Source: an optimization exercise on an open RTL-to-GDS flow (aim: small area, a short achievable clock period and few clock cycles per item). Production flows keep margins and buffers that such runs may drop.
Only simulation tests tie the RTL to the original design; equivalence was not proved.
Power is estimated from default activity; no workload was simulated.

## purple
// factorial_core
module factorial_core #(
    parameter int unsigned MAX_N = 20
) (
    input  logic             clk,
    input  logic             reset_n,
    input  logic             fifo_empty,
    input  logic [31:0]      fifo_dout,
    output logic             fifo_rd_en,
    output logic [63:0]      result,
    output logic             result_valid,
    input  logic             result_ready,
    output logic             overflow,
    output logic             busy
);
    logic        r_rdok;     
    logic        r_rdhs;     
    logic        r_pend;     
    logic        r_v0;       
    logic        r_v1;       
    logic [4:0]  r_c0;       
    logic [4:0]  r_c1;       
    logic [4:0]  w_code;
    logic        w_hs;
    logic        w_rd;
    logic [63:0] w_fact;
    assign w_code = fifo_dout[4:0] | {5{|fifo_dout[31:5]}};
    assign w_hs = r_v0 && result_ready;
    assign w_rd = !fifo_empty && (r_rdok || (r_rdhs && result_ready));
    logic [20:0] w_dec;
    always_comb begin
        for (int k = 0; k <= 20; k++) w_dec[k] = (r_c0 == 5'(k));
    end
    assign w_fact[0] = w_dec[0] | w_dec[1];
    assign w_fact[1] = w_dec[2] | w_dec[3];
    assign w_fact[2] = w_dec[3];
    assign w_fact[3] = w_dec[4] | w_dec[5];
    assign w_fact[4] = w_dec[4] | w_dec[5] | w_dec[6] | w_dec[7];
    assign w_fact[5] = w_dec[5] | w_dec[7];
    assign w_fact[6] = w_dec[5] | w_dec[6];
    assign w_fact[7] = w_dec[6] | w_dec[7] | w_dec[8] | w_dec[9];
    assign w_fact[8] = w_dec[7] | w_dec[8] | w_dec[9] | w_dec[10] | w_dec[11];
    assign w_fact[9] = w_dec[6] | w_dec[7] | w_dec[10];
    assign w_fact[10] = w_dec[8] | w_dec[10] | w_dec[11] | w_dec[12] | w_dec[13];
    assign w_fact[11] = w_dec[8] | w_dec[9] | w_dec[10] | w_dec[12] | w_dec[13] | w_dec[14] | w_dec[15];
    assign w_fact[12] = w_dec[7] | w_dec[8] | w_dec[10] | w_dec[11] | w_dec[12] | w_dec[15];
    assign w_fact[13] = w_dec[12] | w_dec[14];
    assign w_fact[14] = w_dec[10] | w_dec[12] | w_dec[13] | w_dec[15];
    assign w_fact[15] = w_dec[8] | w_dec[9] | w_dec[12] | w_dec[13] | w_dec[16] | w_dec[17];
    assign w_fact[16] = w_dec[9] | w_dec[10] | w_dec[11] | w_dec[14] | w_dec[15] | w_dec[16] | w_dec[17] | w_dec[18] | w_dec[19];
  ...
Size: about 200 cells after synthesis, roughly 15 flip-flops, about 100 I/O pins.
==> flow/config.mk <==
export PLATFORM = sky130hd
export DESIGN_NAME = factorial_core
export DESIGN_NICKNAME = factorial_core
export VERILOG_FILES = /design/flow/design.v
export SDC_FILE = /design/flow/constraint.sdc
export NUM_CORES = 4
export LEC_CHECK = 0
export CAP_MARGIN = 20
export CORE_MARGIN = 2
export CORE_UTILIZATION = 40
export SETUP_SLACK_MARGIN = 5
export SLEW_MARGIN = 20
==> flow/constraint.sdc <==
create_clock -name core_clock -period 10.0 [get_ports {clk}]
set_input_delay 2.0000 -clock core_clock [delete_from_list [all_inputs] [get_ports {clk}]]
set_output_delay 2.0000 -clock core_clock [all_outputs]
set_load 0.01 [all_outputs]
run.sh (not shown) runs the stock make flow with config.mk's settings and CLKGATE_MAP_FILE= SYNTH_SCRIPT=/design/flow/synth_recipe.tcl, a recipe that flattens the netlist after the stock synthesis.
purple: full flow OK, the timing, DRC and antenna checks passed
Testbench counts of purple, summed over its fixed seeds: cycles 1,048, items 1,024.
Edits applied to the flow inputs when going from purple to green:
==> flow/flow/run.sh (new file) <==
#!/bin/bash
set -euo pipefail
export BUFFER_PORTS_ARGS="-buffer_cell sky130_fd_sc_hd__buf_1"
export SETUP_SLACK_MARGIN=5.8
for step in synth floorplan place cts route finish; do
  bash standard.sh "$step" > "log_$step.txt" 2>&1
done
==> flow/standard.sh (new file) <==
#!/bin/bash
# synth_recipe.tcl (not shown) runs the flow's synth.tcl, then flattens the netlist and writes it again
# the make line also repeats each setting of config.mk as NAME=value (left out here)
make -C /OpenROAD-flow-scripts/flow DESIGN_CONFIG=/design/flow/config.mk WORK_HOME=/design/flow/orfs CLKGATE_MAP_FILE= SYNTH_SCRIPT=/design/flow/synth_recipe.tcl "${@:-finish}"
diff --git a/flow/config.mk b/flow/config.mk
--- a/flow/config.mk
+++ b/flow/config.mk
@@ -9,4 +9,3 @@
 export CORE_MARGIN = 2
 export CORE_UTILIZATION = 40
-export SETUP_SLACK_MARGIN = 5
 export SLEW_MARGIN = 20
removed: flow/run.sh
==> notes.md <==
- Per the final summary, purple finished and its layout is clean on timing, DRC and antenna.
- green: flow completed, timing, DRC and antenna clean
- As far as sequential cell count goes, purple and green are indistinguishable; the numbers are identical.
- Changes observed in green relative to purple: global placer's final weighted congestion increased by about 10% relative to the old numbers, via count of the first global-routing pass now smaller.
- Final period demand of the worst path down 0.47 ns in green wrt purple
- Going from purple to green, via total after detailed routing flat, sequential power up about 2%.
- purple reports its cell type of the slowest stage on the worst timing path as clkdlybuf4s50_1 while green reports a21oi_4.

* * *

run A:
The RTL this note starts from:
==> flow/design.v <==
module factorial_core #(
    parameter int unsigned MAX_N = 20
) (
    input  logic             clk,
    input  logic             reset_n,
    input  logic             fifo_empty,
    input  logic [31:0]      fifo_dout,
    output logic             fifo_rd_en,
    output logic [63:0]      result,
    output logic             result_valid,
    input  logic             result_ready,
    output logic             overflow,
    output logic             busy
);
    logic        r_ok;
    logic        r_hs;
    logic        r_z;
    logic        w_pend;     
    logic        w_v0;       
    logic        w_v1;       
    logic [4:0]  r_c0;       
    logic [4:0]  r_c1;       
    logic [4:0]  w_code;
    logic        w_hs;
    logic        w_rd;
    logic [63:0] w_fact;
    assign w_code = {fifo_dout[4:3] | {2{|fifo_dout[31:5]}}, fifo_dout[2:0]};
    assign w_pend = r_hs && !r_z;
    assign w_v0   = r_ok ? r_z : r_hs;
    assign w_v1   = !r_ok && r_hs && r_z;
    assign w_hs   = w_v0 && result_ready;
    assign w_rd   = !fifo_empty && (r_ok || (r_hs && result_ready));
    logic w_l000;
    logic w_l001;
    logic w_l002;
    logic w_l003;
    logic w_l004;
    logic w_l005;
    logic w_l006;
    logic w_l007;
    logic w_l008;
    logic w_l009;
    logic w_l010;
    logic w_l011;
    logic w_l012;
    logic w_l013;
    logic w_l014;
    logic w_l015;
    logic w_l016;
    logic w_l017;
    logic w_l018;
    logic w_l019;
    logic w_l020;
    logic w_l021;
    logic w_l022;
    logic w_l023;
    logic w_l024;
    logic w_l025;
    logic w_l026;
    logic w_l027;
    logic w_l028;
    logic w_l029;
    logic w_l030;
    logic w_l031;
    logic w_l032;
    logic w_l033;
    logic w_l034;
    logic w_l035;
    logic w_l036;
    logic w_l037;
    logic w_l038;
    logic w_l039;
    logic w_l040;
    logic w_l041;
    assign w_l014 = r_c0[4] & ~r_c0[3];
    assign w_l015 = w_l014 & ~r_c0[2];
    assign w_fact[39] = w_l015 & r_c0[1];
    assign w_fact[47] = w_fact[39] & ~r_c0[0];
    assign w_l016 = ~(r_c0[1] | r_c0[0]);
    assign w_l017 = w_l016 & w_l014;
    assign w_fact[54] = w_l017 & r_c0[2];
    assign w_l018 = r_c0[1] & r_c0[0];
    assign w_fact[53] = w_l018 & w_l015;
    assign w_fact[55] = w_fact[53] | w_fact[54];
    assign w_l019 = ~r_c0[4] & r_c0[3];
    assign w_l020 = w_l019 & r_c0[2];
    assign w_fact[13] = w_l020 & ~r_c0[0];
    assign w_l021 = ~(w_l018 | w_l016);
    assign w_l022 = w_l021 & w_l015;
    assign w_fact[27] = w_l022 | w_fact[13];
    assign w_l023 = w_fact[27] & ~r_c0[1];
    assign w_fact[23] = w_l023 | w_fact[55];
    assign w_l024 = ~(w_l021 | r_c0[2]);
    assign w_l025 = w_l021 & r_c0[2];
    assign w_l026 = ~(w_l025 | w_l024);
    assign w_l027 = w_l018 & ~r_c0[2];
    assign w_fact[11] = ~w_l027 & w_l019;
    assign w_l028 = ~(w_l019 | w_l015);
    assign w_l029 = ~w_l028 & r_c0[1];
    assign w_l030 = w_l015 & ~r_c0[1];
    assign w_l031 = ~(w_l030 | w_l017);
    assign w_l032 = w_l026 & w_l019;
    assign w_fact[18] = w_l032 | ~w_l031;
    assign w_l033 = w_fact[18] & ~r_c0[2];
    assign w_fact[16] = w_l033 | w_l029;
    assign w_l034 = ~w_fact[16] & w_fact[11];
    assign w_l035 = w_l019 & ~r_c0[2];
    assign w_l036 = w_l035 & r_c0[1];
    assign w_fact[10] = w_l036 | w_l034;
    assign w_l037 = w_fact[10] & r_c0[0];
    assign w_l038 = w_l020 & r_c0[0];
    assign w_fact[41] = w_l017 | w_l015;
    assign w_l039 = ~(w_fact[41] | w_l038);
    assign w_fact[25] = ~w_l039 | w_l037;
    assign w_fact[37] = w_fact[25] & w_l026;
    assign w_fact[46] = w_fact[37] & w_fact[23];
    assign w_fact[42] = w_fact[54] | w_fact[47];
    assign w_l040 = ~(w_l039 | w_fact[10]);
    assign w_l041 = ~(w_l040 | w_fact[27]);
    assign w_fact[26] = ~(w_l041 | w_fact[42]);
    assign w_l000 = w_fact[26] & r_c0[1];
    assign w_fact[36] = w_l000 | w_fact[46];
    assign w_fact[45] = w_fact[54] | w_fact[39];
    assign w_fact[17] = w_l029 & ~w_l027;
    assign w_fact[20] = w_fact[17] | w_l017;
    assign w_l001 = w_fact[20] & w_fact[27];
    assign w_fact[34] = w_l001 | ~w_l031;
    assign w_l002 = r_c0[1] & ~r_c0[0];
    assign w_fact[33] = ~w_l002 & w_l015;
    assign w_fact[32] = ~(w_l039 | w_l026);
    assign w_fact[31] = w_fact[46] | w_fact[47];
    assign w_fact[44] = w_l015 & ~r_c0[0];
    assign w_fact[29] = w_l038 | w_l030;
    assign w_fact[30] = w_fact[29] | w_l001;
    assign w_fact[24] = w_fact[29] & ~w_fact[27];
    assign w_l003 = ~w_l002 & w_l020;
    assign w_fact[28] = w_l003 | w_fact[24];
    assign w_l004 = w_fact[16] & ~w_fact[53];
    assign w_fact[22] = w_l004 & w_fact[25];
    assign w_fact[21] = w_fact[20] | w_l037;
    assign w_l005 = ~(w_fact[32] | w_fact[27]);
    assign w_fact[19] = ~(w_l005 | w_fact[44]);
    assign w_fact[15] = ~(w_l028 | r_c0[1]);
    assign w_l006 = w_l002 & w_l035;
    assign w_fact[14] = w_l006 | w_l003;
    assign w_l007 = ~(r_c0[4] | r_c0[3]);
    assign w_fact[4] = w_l007 & r_c0[2];
    assign w_l008 = w_fact[4] & r_c0[1];
    assign w_l009 = w_l035 & ~r_c0[1];
    assign w_fact[7] = w_l009 | w_l008;
    assign w_l010 = ~(w_fact[7] | w_l020);
    assign w_l011 = ~(w_l010 | w_l021);
    assign w_fact[12] = w_l011 | w_l036;
    assign w_fact[40] = w_l040 & ~w_fact[47];
    assign w_fact[9] = w_l008 | w_l006;
    assign w_l012 = w_fact[4] & w_l018;
    assign w_fact[8] = w_l012 | w_l035;
    assign w_fact[6] = w_l007 & w_l025;
    assign w_fact[5] = w_fact[4] & r_c0[0];
    assign w_fact[3] = w_fact[4] & ~r_c0[1];
    assign w_fact[2] = w_l007 & w_l027;
    assign w_l013 = w_l007 & ~r_c0[2];
    assign w_fact[1] = w_l013 & r_c0[1];
    assign w_fact[0] = w_l013 & ~r_c0[1];
    assign { w_fact[63:56], w_fact[52:48], w_fact[43], w_fact[38], w_fact[35] } = { 2'h0, w_fact[54], 4'h0, w_fact[55], w_fact[39], 1'h0, w_fact[47], w_fact[42], w_fact[46], w_fact[39], w_fact[31], w_fact[31] };
    assign fifo_rd_en   = w_rd;
    assign result       = w_fact;
    assign overflow     = r_c0 > 5'(MAX_N);
    assign result_valid = w_v0;
    assign busy         = w_v0 || w_pend;
    logic w_nv0;
    logic w_nv1;
    logic w_nok;
    always_comb begin
        if (w_v0) begin
            w_nv0 = !w_hs || w_v1 || w_pend;
            w_nv1 = !w_hs && (w_v1 || w_pend);
        end else begin
            w_nv0 = w_pend;
            w_nv1 = 1'b0;
        end
        w_nok = !w_nv1 && !(w_nv0 && w_rd);
    end
    always_ff @(posedge clk or negedge reset_n) begin
        if (!reset_n) begin
            r_ok <= 1'b0;
            r_hs <= 1'b0;
            r_z  <= 1'b0;
        end else begin
            r_ok <= w_nok;
            r_hs <= w_nok ? (w_rd && !w_nv0) : 1'b1;
            r_z  <= w_nok ? w_nv0 : w_nv1;
        end
    end
    always_ff @(posedge clk) begin
        if (w_hs || !w_v0) r_c0 <= w_v1 ? r_c1 : w_code;
        if (w_hs || !w_v1) r_c1 <= w_code;
    end
endmodule
Settings: LEC_CHECK=0, ABC_AREA=1, CAP_MARGIN=20, CORE_MARGIN=2, CORE_UTILIZATION=40, SLEW_MARGIN=20; clock period 10.0 ns.
standard.sh (not shown) runs the stock make flow with config.mk's settings and CLKGATE_MAP_FILE= SYNTH_SCRIPT=/design/flow/synth_recipe.tcl, a recipe that flattens the netlist after the stock synthesis.
==> flow/flow/run.sh <==
#!/bin/bash
set -euo pipefail
here=$(pwd)
{
  cat <<'EOT'
proc use_flow_abc_script {name1 name2 op} {
  upvar #0 abc_args a
  set i [lsearch -exact $a -script]
  if {$i >= 0 && [lindex $a [expr {$i + 1}]] ne $::env(FLOW_ABC_SCRIPT)} {
    lset a [expr {$i + 1}] $::env(FLOW_ABC_SCRIPT)
  }
}
trace add variable ::abc_args write use_flow_abc_script
EOT
  cat synth_recipe.tcl
} > flow_synth.tcl
export FLOW_ABC_SCRIPT="$here/flow/area.abc"
sed "s#SYNTH_SCRIPT=[^ ]*#SYNTH_SCRIPT=$here/flow_synth.tcl#" standard.sh > flow_standard.sh
export BUFFER_PORTS_ARGS="-buffer_cell sky130_fd_sc_hd__buf_1"
export SETUP_SLACK_MARGIN=5.45
export SKIP_REPAIR_TIE_FANOUT=1
for step in synth floorplan place cts route finish; do
  bash flow_standard.sh "$step" > "log_$step.txt" 2>&1
done
==> flow/flow/area.abc <==
strash; dch -f; amap; mfs2; strash; dch -f; amap; topo
Run A: done, clean on timing, DRC and antenna
Testbench counts of run A, summed over its fixed seeds: cycles 1,048, items 1,024.
diff inputs: run A => run B
==> flow/flow/area.abc <==
strash; dch -f; map -D 1800; mfs2; strash; dch -f; map -D 1800; topo; stime -c; buffer -c; dnsize -c
--- outcome ---
- Run B completed every stage of the flow, and the final layout passed the timing, DRC and antenna checks.
- Compared with run A, in run B flip-flop and latch share of the layout cell area moved up, count of placed standard cells in the final layout, fillers left out moved up, power after layout rose by 16%, final area has decreased, count of multi-input gates went up about 18%.
- Row clock period minus worst slack: run B lower / run A higher
- Compare run A and run B | proportion of cell area occupied by multi-input gates higher: run A
- The combinational share of power reported for run B is greater than that of run A by 7.3 points.
The inputs of run C differ from those of run B as listed below.
Settings: a change of CORE_UTILIZATION from 40 to 62.
==> flow/flow/run.sh <==
#!/bin/bash
set -euo pipefail
export BUFFER_PORTS_ARGS="-buffer_cell sky130_fd_sc_hd__buf_1"
export SETUP_SLACK_MARGIN=5.45
export SKIP_REPAIR_TIE_FANOUT=1
for step in synth floorplan place cts route finish; do
  bash standard.sh "$step" > "log_$step.txt" 2>&1
done
removed: flow/flow/area.abc
[summary]
Both conditions hold for run C: the flow ran to the end and the final layout passed the timing, DRC and antenna checks.
Between run C and run B, it is run C whose delay of the slowest cell on the worst path is higher, by 0.03 ns.
Average footprint of a synthesized cell went up by a little under 10% going from run B to run C.
On basic-gate share of the synthesized area counting and, or, nand and nor cells: between run B and run C, it ends up higher for run C.
Run C vs run B: cell area down slightly
In run C, the fraction of area in multi-input gates came out 6.7 points above the value in run B.
Compared with run B, run C shows a total power that is about 3.2% lower.
Changes in run D relative to run C:
Settings: swapping 62 for 55 in CORE_UTILIZATION.
diff --git a/flow/flow/run.sh b/flow/flow/run.sh
--- a/flow/flow/run.sh
+++ b/flow/flow/run.sh
@@ -5,0 +6 @@
+export CTS_ARGS="-repair_clock_nets -root_buf sky130_fd_sc_hd__clkbuf_4 -buf_list sky130_fd_sc_hd__clkbuf_4 -sink_clustering_enable -sink_clustering_size 20 -sink_clustering_max_diameter 500"
==> comparison <==
Run D finished every stage and its layout cleared the timing, DRC and antenna checks.
Compared with run C, run D improves global-route wire length before repair.
Combined area of the multi-input logic cells for run D is lower than for run C.
On run D: clock period minus final worst setup slack is 0.015 ns lower than what run C gave.
Lower met2 layer usage reported by global route among run D and run C: run D

## static timing again, ports no longer ideal
The flow's constraints put no driver on any port. The routed layouts listed below were extracted and timed again, unchanged, in two steps. Step 1 assumes that a clkbuf_16 drives the clock port and a buf_2 every other input. Step 2 also shifts input and output timing later by t, the mid clock arrival at the registers, as if the neighbouring blocks saw the same clock. a / b / c = ideal ports / drivers / drivers and shift; a / b = the first two.
run | shift t [ns] | setup slack, ns | hold slack, ns
purple | 0.271 | 5.108 / 5.086 / 5.086 | 0.544 / 0.544 / 0.544
green | 0.271 | 5.577 / 5.532 / 5.532 | 0.592 / 0.592 / 0.592
run A | 0.280 | 5.461 / 5.446 / 5.495 | 0.549 / 0.549 / 0.549
run B | 0.283 | 5.533 / 5.510 / 5.510 | 0.520 / 0.520 / 0.520
run C | 0.290 | 5.456 / 5.433 / 5.433 | 0.524 / 0.524 / 0.524
run D | 0.272 | 5.471 / 5.447 / 5.447 | 0.512 / 0.512 / 0.512
After both steps setup and hold are still met in every run listed. For green, which loses most, drivers alone change the setup slack by -0.045 ns; drivers and shift together by -0.045 ns.
